Source: an optimization exercise on an open RTL-to-GDS flow (aim: a short achievable clock period and few clock cycles per item). Production flows keep margins and buffers that such runs may drop. In this exercise RTL edits were held to simulation tests only and were not proved equivalent to the original.

==> design.v <==
package pipt_pkg;
  localparam int unsigned LatW     = 31;
  localparam int unsigned LngW     = 32;
  localparam int unsigned CmdDepth = 4;
  typedef enum logic [0:0] {
    OP_LOAD  = 1'b0,
    OP_QUERY = 1'b1
  } op_e;
  typedef logic signed [LatW-1:0] lat_t;
  typedef logic signed [LngW-1:0] lng_t;
  typedef struct packed {
    op_e  op;
    logic restart;
    lat_t lat;
    lng_t lng;
  } cmd_t;
endpackage
module pipt_front (
  input  logic           clk_i,
  input  logic           rst_ni,
  input  logic           push_i,
  output logic           full_o,
  input  logic           req_type_i,
  input  logic           restart_i,
  input  pipt_pkg::lat_t coord_lat_i,
  input  pipt_pkg::lng_t coord_lng_i,
  output logic           cmd_valid_o,
  output pipt_pkg::cmd_t cmd_o,
  input  logic           cmd_ready_i
);
  localparam int unsigned PtrW = $clog2(pipt_pkg::CmdDepth);
  logic [pipt_pkg::LatW+pipt_pkg::LngW+1:0] fifo_q [0:pipt_pkg::CmdDepth-1];
  pipt_pkg::cmd_t            in_cmd;
  logic [PtrW-1:0] wr_ptr_q, wr_ptr_d;
  logic [PtrW-1:0] rd_ptr_q, rd_ptr_d;
  logic [PtrW:0]   cnt_q, cnt_d;
  logic            wr_en, rd_en;
  always_comb begin
    in_cmd.op      = req_type_i ? pipt_pkg::OP_QUERY : pipt_pkg::OP_LOAD;
    in_cmd.restart = restart_i & ~req_type_i;
    in_cmd.lat     = coord_lat_i;
    in_cmd.lng     = coord_lng_i;
  end
  assign full_o      = (cnt_q == (PtrW+1)'(pipt_pkg::CmdDepth));
  assign cmd_valid_o = (cnt_q != '0);
  assign cmd_o       = fifo_q[rd_ptr_q];
  assign wr_en       = push_i & ~full_o;
  assign rd_en       = cmd_valid_o & cmd_ready_i;
  always_comb begin
    wr_ptr_d = wr_ptr_q;
    rd_ptr_d = rd_ptr_q;
    cnt_d    = cnt_q;
    if (wr_en) begin
      wr_ptr_d = wr_ptr_q + PtrW'(1);
    end
    if (rd_en) begin
      rd_ptr_d = rd_ptr_q + PtrW'(1);
    end
    unique case ({wr_en, rd_en})
      2'b10:   cnt_d = cnt_q + (PtrW+1)'(1);
      2'b01:   cnt_d = cnt_q - (PtrW+1)'(1);
      default: cnt_d = cnt_q;
    endcase
  end
  always_ff @(posedge clk_i or negedge rst_ni) begin
    if (!rst_ni) begin
      wr_ptr_q <= '0;
      rd_ptr_q <= '0;
      cnt_q    <= '0;
    end else begin
      wr_ptr_q <= wr_ptr_d;
      rd_ptr_q <= rd_ptr_d;
      cnt_q    <= cnt_d;
    end
  end
  always_ff @(posedge clk_i) begin
    if (wr_en) begin
      fifo_q[wr_ptr_q] <= in_cmd;
    end
  end
endmodule
module pipt_back #(
  parameter int unsigned MaxVertices = 64
) (
  input  logic           clk_i,
  input  logic           rst_ni,
  input  logic           cmd_valid_i,
  input  pipt_pkg::cmd_t cmd_i,
  output logic           cmd_ready_o,
  output logic           res_valid_o,
  output logic           res_o,
  input  logic           res_ready_i
);
  localparam int unsigned AddrW = $clog2(MaxVertices);
  localparam int unsigned CntW  = $clog2(MaxVertices + 1);
  localparam int unsigned ProdW = pipt_pkg::LatW + pipt_pkg::LngW + 2;
  localparam logic [1:0] ST_IDLE  = 2'd0;
  localparam logic [1:0] ST_WALK  = 2'd1;
  localparam logic [1:0] ST_DRAIN = 2'd2;
  logic signed [pipt_pkg::LatW-1:0] lat_mem [0:MaxVertices-1];
  logic signed [pipt_pkg::LngW-1:0] lng_mem [0:MaxVertices-1];
  logic [1:0]      state_q, state_d;
  logic [CntW-1:0] count_q, count_d;
  logic [CntW-1:0] eff_cnt;
  logic [CntW-1:0] rd_cnt_q, rd_cnt_d;
  logic            take, take_load, take_query, store_en, rd_en, rd_last;
  pipt_pkg::lat_t            last_lat_q, qlat_q, prev_lat_q, rd_lat_q;
  pipt_pkg::lng_t            last_lng_q, qlng_q, prev_lng_q, rd_lng_q;
  logic                    s1_valid_q, s1_last_q;
  logic                    s2_valid_q, s2_last_q;
  logic                    s3_valid_q, s3_last_q;
  logic signed [pipt_pkg::LatW:0]    s2_a_q, s2_d_q;
  logic signed [pipt_pkg::LngW:0]    s2_b_q, s2_c_q;
  logic                    s2_bbox_q, s2_strad_q;
  logic signed [ProdW-1:0] s3_p_q, s3_q_q;
  logic                    s3_bbox_q, s3_strad_q, s3_dneg_q;
  logic                    s1_bbox, s1_strad, on_edge, crossing;
  logic                    hit_q, par_q;
  logic       oq_q [0:1];
  logic       oq_wr_q, oq_rd_q;
  logic [1:0] oq_cnt_q;
  logic       oq_room, res_push, res_bit, res_pop;
  assign oq_room     = (oq_cnt_q != 2'd2);
  assign cmd_ready_o = (state_q == ST_IDLE) && ((cmd_i.op == pipt_pkg::OP_LOAD) || oq_room);
  assign take        = cmd_valid_i & cmd_ready_o;
  assign take_load   = take & (cmd_i.op == pipt_pkg::OP_LOAD);
  assign take_query  = take & (cmd_i.op == pipt_pkg::OP_QUERY);
  assign eff_cnt     = cmd_i.restart ? '0 : count_q;
  assign store_en    = take_load && (eff_cnt < CntW'(MaxVertices));
  assign rd_en       = (state_q == ST_WALK);
  assign rd_last     = ((rd_cnt_q + CntW'(1)) == count_q);
  always_comb begin
    state_d  = state_q;
    count_d  = count_q;
    rd_cnt_d = rd_cnt_q;
    unique case (state_q)
      ST_IDLE: begin
        if (take_load) begin
          count_d = store_en ? eff_cnt + CntW'(1) : eff_cnt;
        end
        if (take_query && (count_q != '0)) begin
          state_d  = ST_WALK;
          rd_cnt_d = '0;
        end
      end
      ST_WALK: begin
        rd_cnt_d = rd_cnt_q + CntW'(1);
        if (rd_last) begin
          state_d = ST_DRAIN;
        end
      end
      ST_DRAIN: begin
        if (s3_valid_q && s3_last_q) begin
          state_d = ST_IDLE;
        end
      end
      default: state_d = ST_IDLE;
    endcase
  end
  always_ff @(posedge clk_i or negedge rst_ni) begin
    if (!rst_ni) begin
      state_q  <= ST_IDLE;
      count_q  <= '0;
      rd_cnt_q <= '0;
    end else begin
      state_q  <= state_d;
      count_q  <= count_d;
      rd_cnt_q <= rd_cnt_d;
    end
  end
  always_ff @(posedge clk_i) begin
    if (store_en) begin
      lat_mem[eff_cnt[AddrW-1:0]] <= cmd_i.lat;
      lng_mem[eff_cnt[AddrW-1:0]] <= cmd_i.lng;
    end
  end
  always_ff @(posedge clk_i) begin
    if (rd_en) begin
      rd_lat_q <= lat_mem[rd_cnt_q[AddrW-1:0]];
      rd_lng_q <= lng_mem[rd_cnt_q[AddrW-1:0]];
    end
  end
  always_ff @(posedge clk_i) begin
    if (store_en) begin
      last_lat_q <= cmd_i.lat;
      last_lng_q <= cmd_i.lng;
    end
    if (take_query) begin
      qlat_q <= cmd_i.lat;
      qlng_q <= cmd_i.lng;
    end
  end
  assign s1_bbox  = (((prev_lng_q <= qlng_q) && (qlng_q <= rd_lng_q)) ||
                     ((rd_lng_q <= qlng_q) && (qlng_q <= prev_lng_q))) &&
                    (((prev_lat_q <= qlat_q) && (qlat_q <= rd_lat_q)) ||
                     ((rd_lat_q <= qlat_q) && (qlat_q <= prev_lat_q)));
  assign s1_strad = (prev_lat_q > qlat_q) != (rd_lat_q > qlat_q);
  always_ff @(posedge clk_i) begin
    if (take_query) begin
      prev_lat_q <= last_lat_q;
      prev_lng_q <= last_lng_q;
    end else if (s1_valid_q) begin
      prev_lat_q <= rd_lat_q;
      prev_lng_q <= rd_lng_q;
    end
    if (s1_valid_q) begin
      s2_a_q     <= (pipt_pkg::LatW+1)'(qlat_q) - (pipt_pkg::LatW+1)'(prev_lat_q);
      s2_d_q     <= (pipt_pkg::LatW+1)'(rd_lat_q) - (pipt_pkg::LatW+1)'(prev_lat_q);
      s2_b_q     <= (pipt_pkg::LngW+1)'(rd_lng_q) - (pipt_pkg::LngW+1)'(prev_lng_q);
      s2_c_q     <= (pipt_pkg::LngW+1)'(qlng_q) - (pipt_pkg::LngW+1)'(prev_lng_q);
      s2_bbox_q  <= s1_bbox;
      s2_strad_q <= s1_strad;
    end
    if (s2_valid_q) begin
      s3_p_q     <= ProdW'(s2_a_q) * ProdW'(s2_b_q);
      s3_q_q     <= ProdW'(s2_c_q) * ProdW'(s2_d_q);
      s3_bbox_q  <= s2_bbox_q;
      s3_strad_q <= s2_strad_q;
      s3_dneg_q  <= s2_d_q[pipt_pkg::LatW];
    end
  end
  assign on_edge  = (s3_p_q == s3_q_q) & s3_bbox_q;
  assign crossing = s3_strad_q & (s3_dneg_q ? (s3_p_q < s3_q_q) : (s3_p_q > s3_q_q));
  always_ff @(posedge clk_i or negedge rst_ni) begin
    if (!rst_ni) begin
      s1_valid_q <= 1'b0;
      s1_last_q  <= 1'b0;
      s2_valid_q <= 1'b0;
      s2_last_q  <= 1'b0;
      s3_valid_q <= 1'b0;
      s3_last_q  <= 1'b0;
      hit_q      <= 1'b0;
      par_q      <= 1'b0;
    end else begin
      s1_valid_q <= rd_en;
      s1_last_q  <= rd_en & rd_last;
      s2_valid_q <= s1_valid_q;
      s2_last_q  <= s1_last_q;
      s3_valid_q <= s2_valid_q;
      s3_last_q  <= s2_last_q;
      if (take_query) begin
        hit_q <= 1'b0;
        par_q <= 1'b0;
      end else if (s3_valid_q) begin
        hit_q <= hit_q | on_edge;
        par_q <= par_q ^ crossing;
      end
    end
  end
  assign res_push = (take_query && (count_q == '0)) || (s3_valid_q && s3_last_q);
  assign res_bit  = s3_valid_q & (hit_q | on_edge | (par_q ^ crossing));
  assign res_pop  = res_valid_o & res_ready_i;
  assign res_valid_o = (oq_cnt_q != 2'd0);
  assign res_o       = oq_q[oq_rd_q];
  always_ff @(posedge clk_i or negedge rst_ni) begin
    if (!rst_ni) begin
      oq_wr_q  <= 1'b0;
      oq_rd_q  <= 1'b0;
      oq_cnt_q <= 2'd0;
    end else begin
      if (res_push) begin
        oq_wr_q <= ~oq_wr_q;
      end
      if (res_pop) begin
        oq_rd_q <= ~oq_rd_q;
      end
      unique case ({res_push, res_pop})
        2'b10:   oq_cnt_q <= oq_cnt_q + 2'd1;
        2'b01:   oq_cnt_q <= oq_cnt_q - 2'd1;
        default: oq_cnt_q <= oq_cnt_q;
      endcase
    end
  end
  always_ff @(posedge clk_i) begin
    if (res_push) begin
      oq_q[oq_wr_q] <= res_bit;
    end
  end
endmodule
module point_in_polygon_test_core #(
  parameter int unsigned MAX_VERTICES = 64
) (
  input  logic           clk_i,
  input  logic           rst_ni,
  input  logic           push,
  output logic           full,
  input  logic           req_type_i,
  input  logic           restart_i,
  input  pipt_pkg::lat_t coord_lat_i,
  input  pipt_pkg::lng_t coord_lng_i,
  output logic           empty,
  input  logic           pop,
  output logic           inside_res_o
);
  logic cmd_valid, cmd_ready, res_valid;
  pipt_pkg::cmd_t cmd;
  pipt_front u_front (
    .clk_i       (clk_i),
    .rst_ni      (rst_ni),
    .push_i      (push),
    .full_o      (full),
    .req_type_i  (req_type_i),
    .restart_i   (restart_i),
    .coord_lat_i (coord_lat_i),
    .coord_lng_i (coord_lng_i),
    .cmd_valid_o (cmd_valid),
    .cmd_o       (cmd),
    .cmd_ready_i (cmd_ready)
  );
  pipt_back #(
    .MaxVertices (MAX_VERTICES)
  ) u_back (
    .clk_i       (clk_i),
    .rst_ni      (rst_ni),
    .cmd_valid_i (cmd_valid),
    .cmd_i       (cmd),
    .cmd_ready_o (cmd_ready),
    .res_valid_o (res_valid),
    .res_o       (inside_res_o),
    .res_ready_i (pop)
  );
  assign empty = ~res_valid;
endmodule
==> run.sh <==
#!/bin/bash
# synth_recipe.tcl (not shown) runs the flow's synth.tcl, then flattens the netlist and writes it again
# the make line also repeats each setting of config.mk as NAME=value (left out here)
make -C /OpenROAD-flow-scripts/flow DESIGN_CONFIG=/design/flow/config.mk WORK_HOME=/design/flow/orfs CLKGATE_MAP_FILE= SYNTH_SCRIPT=/design/flow/synth_recipe.tcl finish
==> config.mk <==
export PLATFORM = sky130hd
export DESIGN_NAME = point_in_polygon_test_core
export DESIGN_NICKNAME = point_in_polygon_test_core
export VERILOG_FILES = /design/flow/design.v
export SDC_FILE = /design/flow/constraint.sdc
export NUM_CORES = 4
export LEC_CHECK = 0
export CAP_MARGIN = 20
export CORE_MARGIN = 2
export CORE_UTILIZATION = 40
export SLEW_MARGIN = 20
==> constraint.sdc <==
create_clock -name core_clock -period 10.0 [get_ports {clk_i}]
set_input_delay 2.0000 -clock core_clock [delete_from_list [all_inputs] [get_ports {clk_i}]]
set_output_delay 2.0000 -clock core_clock [all_outputs]
set_load 0.01 [all_outputs]
==> metrics.md, run 1 <==
| Metric | Value |
|---|---|
| Setup Total Neg Slack | 0 ns |
| Post-synth net total | 19000 |
| Most common cell after layout, fill and taps aside | sky130_fd_sc_hd__edfxtp_1 |
| Share of the clock period used by the worst path after layout | 89.5% |
| Post-CTS Repair Setup Buffers | 0 |
| Worst setup slack before clock tree synthesis | between 1 and 1.5 ns |
| Die footprint | 663000 µm² |
| Global placement routability congestion | 0.867 |
| Unrepaired setup endpoints after global routing | no |
| Buffer and inverter count on the worst path | 4 |
| Seq cells post-synth | 4846 |
| Post-Layout Inst Area | 293000 µm² |
| Sequential-to-total area share from yosys stat | 55.3% |
| Number of placed I/O pins | 72 |
| Worst-path clk slew | 0.06 ns |
| Layout overhead on the synthesized area | 11.6% |
| HPWL after DPL | 469000 µm |
| Number of antenna violations at the first check in global routing | 58 |
| Commonest cells after routing, fill and taps aside | sky130_fd_sc_hd__edfxtp_1 (4811), sky130_fd_sc_hd__fa_1 (2229), sky130_fd_sc_hd__inv_1 (2160) |
| Status | finished clean |
| CTS tree | built |
| Count of pins over their slew limit | 0 |
| Total DRC errors in the routed layout | 0 |
| Post-place instance area | 276000 µm² |
| Clock tree root buffer cell | sky130_fd_sc_hd__clkbuf_16 |
| Routed via count divided by cell count | 5.53 |
| Count of distinct cell types in the synthesized netlist | 82 |
| Row cnt | about 300 |
| Fraction of layout instances using a drive strength above 1 | between 10% and 20% |
| Number of flops mapped to enable cells by yosys | 4811 |
| Final min period | 8.95 ns |
| First DRT Iteration DRCs | 15400 |
| Worst Hold Margin | roughly 0.36 ns |
| Startpoint types | flop |
| Final Routed Wirelength | 729000 µm |
| Via count of the first global-routing pass | 147000 |
| Core outline area | 654000 µm² |
| Sinks on the clock net | 4846 |
| Netlist Area Pre-Place | 263000 µm² |
| Relative max-transition margin | between 20% and 30% |
| Post-synthesis async set-or-reset flop share | 0.722% |
| Global routing usage summed across all routing layers | a little over a fifth |
| DRT Pass-1 Iters | 6 |
| Data arrival time of the critical path | 9.73 ns |
| Most common flop cell mapped by yosys | sky130_fd_sc_hd__edfxtp_1 |
| Cts bufs inserted | 520 |
| Number of nets still failing antenna checks after routing | 0 |
| Post-cts repair resize count | 0 |
| Die height | between 800 and 900 µm |
| Hold-fix buffer count after cts | 0 |
| Crit Path Category | flop to flop |
| Width of the die | 814 µm |
| Maximum Capacitance Violations | 0 |
| Skew final | 0.127 ns |
| Later-pin clock latency in the skew report | 1.14 ns |
| Critical Path Sink Type | flop |
| Maximum number of buffers from clock root to sink | 4 |
| Per-cell routed wire length | 28.6 µm |
| Port Buffers | 71 |
| Maximum single-stage delay on the critical path | 1.02 ns |
| Final Hold Fails | 0 |
| Cell with the most instances on the worst path | sky130_fd_sc_hd__fa_1 |
| Maximum number of pins on one net before global-route repair | 127 |
| Share of the synthesized area in the top cell type | 55.0% |
| Slowest stage cell on the critical path | sky130_fd_sc_hd__edfxtp_1 |
| Final critical-path setup slack | 1.05 ns |
| Post-synthesis cell type with the largest combined area | sky130_fd_sc_hd__edfxtp_1 |
| Overall via count from detail_route | about 140k |
| Residual overflow from global routing | 0 |
| Post-synthesis cell count | 16100 |
| Transition time of the tightest slew-check pin | 1.17 ns |
| Kind of cell adding the most delay to the critical path | adder cells |
| Wire length of the first global-routing pass | 1050000 µm |
| Upper clock frequency limit | 112 MHz |
| Cell types occupying the most area after synthesis | sky130_fd_sc_hd__edfxtp_1 (55%), sky130_fd_sc_hd__fa_1 (17%), sky130_fd_sc_hd__mux4_2 (12%) |
| Type of the worst min-delay path | flop to flop |
| Total of warnings raised by yosys | 2 |
| Total of endpoints with negative setup slack in the final report | 0 |
| Data required time of the critical path | ~11 ns |
| Synthesized area per cell | around 16 µm² |
| Htree depth | 6 |
| Initial standard-cell utilization of the core | roughly 40% |
| # nets final | around 19000 |
| Maximum fanout count along the critical path | 14 |
cells by family after synthesis:
kind of cell / synth area share [%]
simple gates: 5.52
buf+inv: 4.16
fa+ha+maj: 20.0
xor+xnor: 0.940
mux: 11.9
flops: 55.3
compound gates: 2.11
worst paths after layout:
path	cells past startpoint	end	start
max	25	u_back.s3_q_q[64]$_DFFE_PP_	u_back.s2_c_q[9]$_DFFE_PP_
min	0	u_back.s3_last_q$_DFF_PN0_	u_back.s2_last_q$_DFF_PN0_
max reg2reg	25	u_back.s3_q_q[64]$_DFFE_PP_	u_back.s2_c_q[9]$_DFFE_PP_
min reg2reg	0	u_back.s3_last_q$_DFF_PN0_	u_back.s2_last_q$_DFF_PN0_
max in group asynchronous	2	u_back.s1_valid_q$_DFF_PN0_	rst_ni
min in group asynchronous	2	u_front.cnt_q[0]$_DFFE_PN0P_	rst_ni
per-stage QoR:
step | util [%] | std cells
6_report | 44.8 | 25500
2_1_floorplan | - | 16100
3_3_place_gp | 42.1 | 24500
4_1_cts | 44.8 | 25500
3_5_place_dp | 42.2 | 24500
5_1_grt | 44.8 | 25500
sequential cells by signal (all words and copies together), names as in the netlist, 33 cells and up:
| signal | count |
|---|---|
| u_back.lat_mem | 1984 |
| u_back.lng_mem | 2048 |
| u_back.s2_b_q | 33 |
| u_back.s2_c_q | 33 |
| u_back.s3_p_q | 65 |
| u_back.s3_q_q | 65 |
| u_front.fifo_q | 260 |
area by class of cell:
type / count / area (µm²)
Tap cell: 8671 / 10800
Clock buffer: 650 / 13600
Timing Repair Buffer: 521 / 4680
Sequential cell: 4846 / 145000
Fill cell: 56900 / 361000
Clock inverter: 289 / 3440
Antenna cell: 18 / 45.0
Multi-Input combinational cell: 8337 / 107000
Inverter: 2163 / 8130
synthesized netlist by cell type (41+ instances only):
cell	number
sky130_fd_sc_hd__mux4_2	1388
sky130_fd_sc_hd__edfxtp_1	4811
sky130_fd_sc_hd__nand2_1	1269
sky130_fd_sc_hd__o21ai_0	189
sky130_fd_sc_hd__xor2_1	81
sky130_fd_sc_hd__nand3_1	58
sky130_fd_sc_hd__fa_1	2229
sky130_fd_sc_hd__nor3_1	48
sky130_fd_sc_hd__a21oi_1	241
sky130_fd_sc_hd__o21a_1	41
sky130_fd_sc_hd__nand2b_1	55
sky130_fd_sc_hd__and2_1	1076
sky130_fd_sc_hd__nand4_1	46
sky130_fd_sc_hd__inv_1	2161
sky130_fd_sc_hd__ha_1	636
sky130_fd_sc_hd__buf_1	96
sky130_fd_sc_hd__nor2b_1	43
sky130_fd_sc_hd__nor2_1	258
sky130_fd_sc_hd__a21o_1	160
sky130_fd_sc_hd__xnor2_1	201
sky130_fd_sc_hd__clkbuf_1	650
routing by layer:
metal / up-vias / global-route usage [%] / share of wire [%]
li1: 57800 / - / -
met1: 77000 / 28.9 / 39
met2: 5310 / 38.0 / 51
met3: 1004 / 2.70 / 6.8
met4: 28 / 5.59 / 2.8
met5: - / 0 / 0.024
Testbench counts, summed over its fixed seeds: cycles 184,436, queries 8,000.
==> inputs of run 2 (changes only) <==
--- a/config.mk
+++ b/config.mk
@@ -5,7 +5,9 @@
 export SDC_FILE = /design/flow/constraint.sdc
 export NUM_CORES = 4
 export LEC_CHECK = 0
+export ABC_CLOCK_PERIOD_IN_PS = 5000
 export CAP_MARGIN = 20
 export CORE_MARGIN = 2
 export CORE_UTILIZATION = 40
+export SETUP_SLACK_MARGIN = 5
 export SLEW_MARGIN = 20
==> run 2 against run 1 <==
Against the previous run:
- sequential share of layout area is 1.4 points lower
- critical path depth down 1
- die area unchanged
- synthesized cell count unchanged
- setup slack improved by 0.92 ns
- largest cell class unchanged
- still clean on timing, DRC and antenna
- highest routed layer unchanged
- flip-flop and latch count unchanged
- via count increased by 3.0%
==> metrics.md, run 2 <==
| Metric | Value |
|---|---|
| Status | finished clean |
| Fraction of layout instances using a drive strength above 1 | 21.9% |
| Layout overhead on the synthesized area | 14.8% |
| HPWL after DPL | approximately 480000 µm |
| Global placement routability congestion | 0.861 |
| Placed cells | 24500 |
| Sinks on the clock net | 4846 |
| Synthesized area per cell | about 16 µm² |
| Data required time of the critical path | 10.73 ns |
| Post-synthesis cell type with the largest combined area | sky130_fd_sc_hd__edfxtp_1 |
| Htree depth | 5 |
| Worst R2R Start | u_back.s2_c_q[15]$_DFFE_PP_ |
| Multiplexer area fraction after synthesis | 11.9% |
| Final Hold Fails | 0 |
| Die height | 814 µm |
| Startpoint types | flop |
| CTS tree | built |
| Netlist Area Pre-Place | 263000 µm² |
| Post-synth net total | 19000 |
| Reg2reg end | u_back.s3_q_q[57]$_DFFE_PP_ |
| Commonest cells after routing, fill and taps aside | sky130_fd_sc_hd__edfxtp_1 (4811), sky130_fd_sc_hd__inv_1 (2104), sky130_fd_sc_hd__fa_1 (2100) |
| Critical Path Sink Type | flop |
| Total DRC errors in the routed layout | 0 |
| Total of endpoints with negative setup slack in the final report | 0 |
| Relative max-transition margin | ~18% |
| Per-cell routed wire length | about 30 µm |
| Final min period | 8.03 ns |
| Hold-fix buffer count after cts | 0 |
| Row cnt | slightly below 300 |
| Routed via count divided by cell count | 5.57 |
| Core outline area | 654000 µm² |
| Maximum number of buffers from clock root to sink | 4 |
| Setup Total Neg Slack | 0 ns |
| # nets final | 19900 |
| Clock tree root buffer cell | sky130_fd_sc_hd__clkbuf_16 |
| Number of nets still failing antenna checks after routing | 0 |
| First DRT Iteration DRCs | 16500 |
| Maximum fanout count along the critical path | 7 |
| Most common flop cell mapped by yosys | sky130_fd_sc_hd__edfxtp_1 |
| Die footprint | 663000 µm² |
| Fraction of the mapped netlist area in compound gates | 2.11% |
| Top-count cell post-synth | sky130_fd_sc_hd__edfxtp_1 |
| Final cell count without fillers | 26100 |
| Skew final | 0.130 ns |
| Global routing usage summed across all routing layers | 23.0% |
| Largest family of logic cells by synthesized area | adder cells |
| Endpoint of the worst setup timing path | u_back.s3_q_q[57]$_DFFE_PP_ |
| Final Routed Wirelength | 775000 µm |
| Number of antenna violations at the first check in global routing | between 60 and 70 |
| Cell types occupying the most area after synthesis | sky130_fd_sc_hd__edfxtp_1 (55%), sky130_fd_sc_hd__fa_1 (17%), sky130_fd_sc_hd__mux4_2 (12%) |
| Total of warnings raised by yosys | 2 |
| Synthesized-area fraction occupied by xor and xnor cells | 0.940% |
| Count of pins over their slew limit | 0 |
| Transition time of the tightest slew-check pin | approximately 1.2 ns |
| Area share of fa/ha/maj cells after synthesis | between 20% and 30% |
| Data arrival time of the critical path | 8.76 ns |
| Post-synthesis cell count | 16100 |
| Share of the clock period used by the worst path after layout | 80.3% |
| Number of flops mapped to enable cells by yosys | 4811 |
| Cts bufs inserted | 480 |
| Unrepaired setup endpoints after global routing | yes |
| Type of the worst min-delay path | flop to flop |
| Width of the die | around 810 µm |
| Post-synthesis async set-or-reset flop share | less than 1% |
| Port Buffers | a little over 70 |
| Max reg flops | 2048 |
| Later-pin clock latency in the skew report | 1.08 ns |
| Number of placed I/O pins | 72 |
| Initial standard-cell utilization of the core | 40.1% |
| Upper clock frequency limit | 125 MHz |
| Top cell types by occurrence after synthesis | sky130_fd_sc_hd__edfxtp_1 (4811), sky130_fd_sc_hd__fa_1 (2229), sky130_fd_sc_hd__inv_1 (2161) |
| Worst-path clk slew | around 0.06 ns |
| Count of distinct cell types in the synthesized netlist | 82 |
| DRT Pass-1 Iters | 6 |
| Share of the synthesized area in the top cell type | 55.0% |
| Simple-Gate Fraction of Synth Area | between 5 and 6% |
| Most common cell after layout, fill and taps aside | sky130_fd_sc_hd__edfxtp_1 |
| Sequential-to-total area share from yosys stat | 55.3% |
| Seq cells post-synth | around 4800 |
| Overall via count from detail_route | 145000 |
| Crit Path Category | flop to flop |
| R2R cell count | 24 |
| Maximum number of pins on one net before global-route repair | 133 |
| Residual overflow from global routing | 0 |
| Via count of the first global-routing pass | 150000 |
| Maximum Capacitance Violations | 0 |
| Wire length of the first global-routing pass | 1110000 µm |
| Start point of the critical path | u_back.s2_c_q[15]$_DFFE_PP_ |
[run 2: cell counts after synthesis]
Identical to the previous run, type by type.
[run 2: worst min path at each step]
| stage | from | endpoint | slack [ns] | depth (start not counted) |
|---|---|---|---|---|
| 5_1_grt | u_back.s2_last_q$_DFF_PN0_ | u_back.s3_last_q$_DFF_PN0_ | 0.36 | 0 |
| 4_1_cts | u_back.s2_last_q$_DFF_PN0_ | u_back.s3_last_q$_DFF_PN0_ | 0.35 | 0 |
| 3_5_place_dp | u_back.s2_last_q$_DFF_PN0_ | u_back.s3_last_q$_DFF_PN0_ | 0.34 | 0 |
| 3_3_place_gp | u_back.s1_last_q$_DFF_PN0_ | u_back.s2_last_q$_DFF_PN0_ | 0.33 | 0 |
| 6_report | u_back.s2_last_q$_DFF_PN0_ | u_back.s3_last_q$_DFF_PN0_ | 0.35 | 0 |
| 2_1_floorplan | u_back.s1_last_q$_DFF_PN0_ | u_back.s2_last_q$_DFF_PN0_ | 0.33 | 0 |
[run 2: through the flow]
step	utilization, %	hold WS, ns	setup WS [ns]	cell area (µm²)
3_3_place_gp	42.3	0.335	1.11	277000
2_1_floorplan	-	0.331	2.29	265000
6_report	46.1	0.351	1.97	302000
5_1_grt	46.1	0.356	1.77	302000
4_1_cts	45.7	0.350	2.04	299000
3_5_place_dp	42.3	0.340	0.971	277000
[run 2: worst max-delay path, stage by stage, from the launching register on]
cell                        delay (ns)
sky130_fd_sc_hd__edfxtp_1         0.53
sky130_fd_sc_hd__buf_12           0.20
sky130_fd_sc_hd__clkbuf_16        0.15
sky130_fd_sc_hd__and2_1           0.17
sky130_fd_sc_hd__fa_1             0.50
sky130_fd_sc_hd__inv_1            0.06
sky130_fd_sc_hd__fa_1             0.52
sky130_fd_sc_hd__fa_1             0.47
sky130_fd_sc_hd__fa_1             0.55
sky130_fd_sc_hd__inv_1            0.05
sky130_fd_sc_hd__fa_1             0.59
sky130_fd_sc_hd__fa_1             0.47
sky130_fd_sc_hd__fa_1             0.51
sky130_fd_sc_hd__fa_1             0.45
sky130_fd_sc_hd__ha_4             0.36
sky130_fd_sc_hd__nand2_1          0.16
sky130_fd_sc_hd__nor2_1           0.38
sky130_fd_sc_hd__nand4_1          0.23
sky130_fd_sc_hd__o211ai_4         0.31
sky130_fd_sc_hd__a21oi_2          0.11
sky130_fd_sc_hd__o21ai_1          0.19
sky130_fd_sc_hd__a21oi_2          0.09
sky130_fd_sc_hd__or4_1            0.41
sky130_fd_sc_hd__o211a_1          0.15
sky130_fd_sc_hd__xnor2_1          0.12
[run 2: area by class of cell]
class                   count  area (µm²)
inverters                2163        8170
multi-input cells        8339      110000
diodes                     39        97.6
well taps                8671       10800
clock inverters           273        2270
repair buffers           1144       12000
clock buffers             607       12600
fillers                 55800      353000
flip-flops and latches   4846      145000
[run 2: what timing repair did]
item / CTS / global route
endpoints found under the setup margin: 2562 / 207
hold endpoints to repair: 0 / 0
pin swaps: 329 / 266
gates resized for setup: 514 / 296
setup buffers: 464 / 142
cloned: 13 / 6
[run 2: logic make-up (layout without fill, tap and decap cells)]
| logic type | count (synthesis) | in the layout |
|---|---|---|
| buf+inv | 2912 | 4187 |
| xor+xnor | 282 | 282 |
| simple gates | 2941 | 2942 |
| flops | 4846 | 4846 |
| mux | 1393 | 1393 |
| other cells | 0 | 39 |
| compound gates | 856 | 857 |
| fa+ha+maj | 2865 | 2865 |
[run 2: routing by layer]
layer  global-route usage, %  up-vias  part of all wire [%]
li1                        -    59000                     -
met1                    30.7    79100                    39
met2                    39.4     5908                    50
met3                    3.04     1194                   7.2
met4                    7.34       22                   3.9
met5                       0        -                 0.019

-- static timing again, ports no longer ideal --
How much do the figures lean on ideal ports? The routed layouts below were timed once more, with nothing changed but the port constraints. Step 1 assumes that a clkbuf_16 drives the clock port and a buf_2 every other input. Step 2 moves the port delays by t, midway between the first and last clock arrival at a register: inputs arrive t later, outputs are due t later. That takes back most of the time a late clock gives input paths. Three values: no drivers, after step 1, after step 2; two values: the first two.
run	shift t [ns]	setup slack, ns	clock arrival spread, ns	worst data-port slew with drivers (ns)	cell pins on the clock port's net
run 1	1.197	1.051 / 1.051 / 1.051	0.133 / 0.134	0.20	1
run 2	1.132	1.973 / 1.973 / 1.973	0.131 / 0.131	0.16	1
After both steps setup and hold are still met in every run listed.
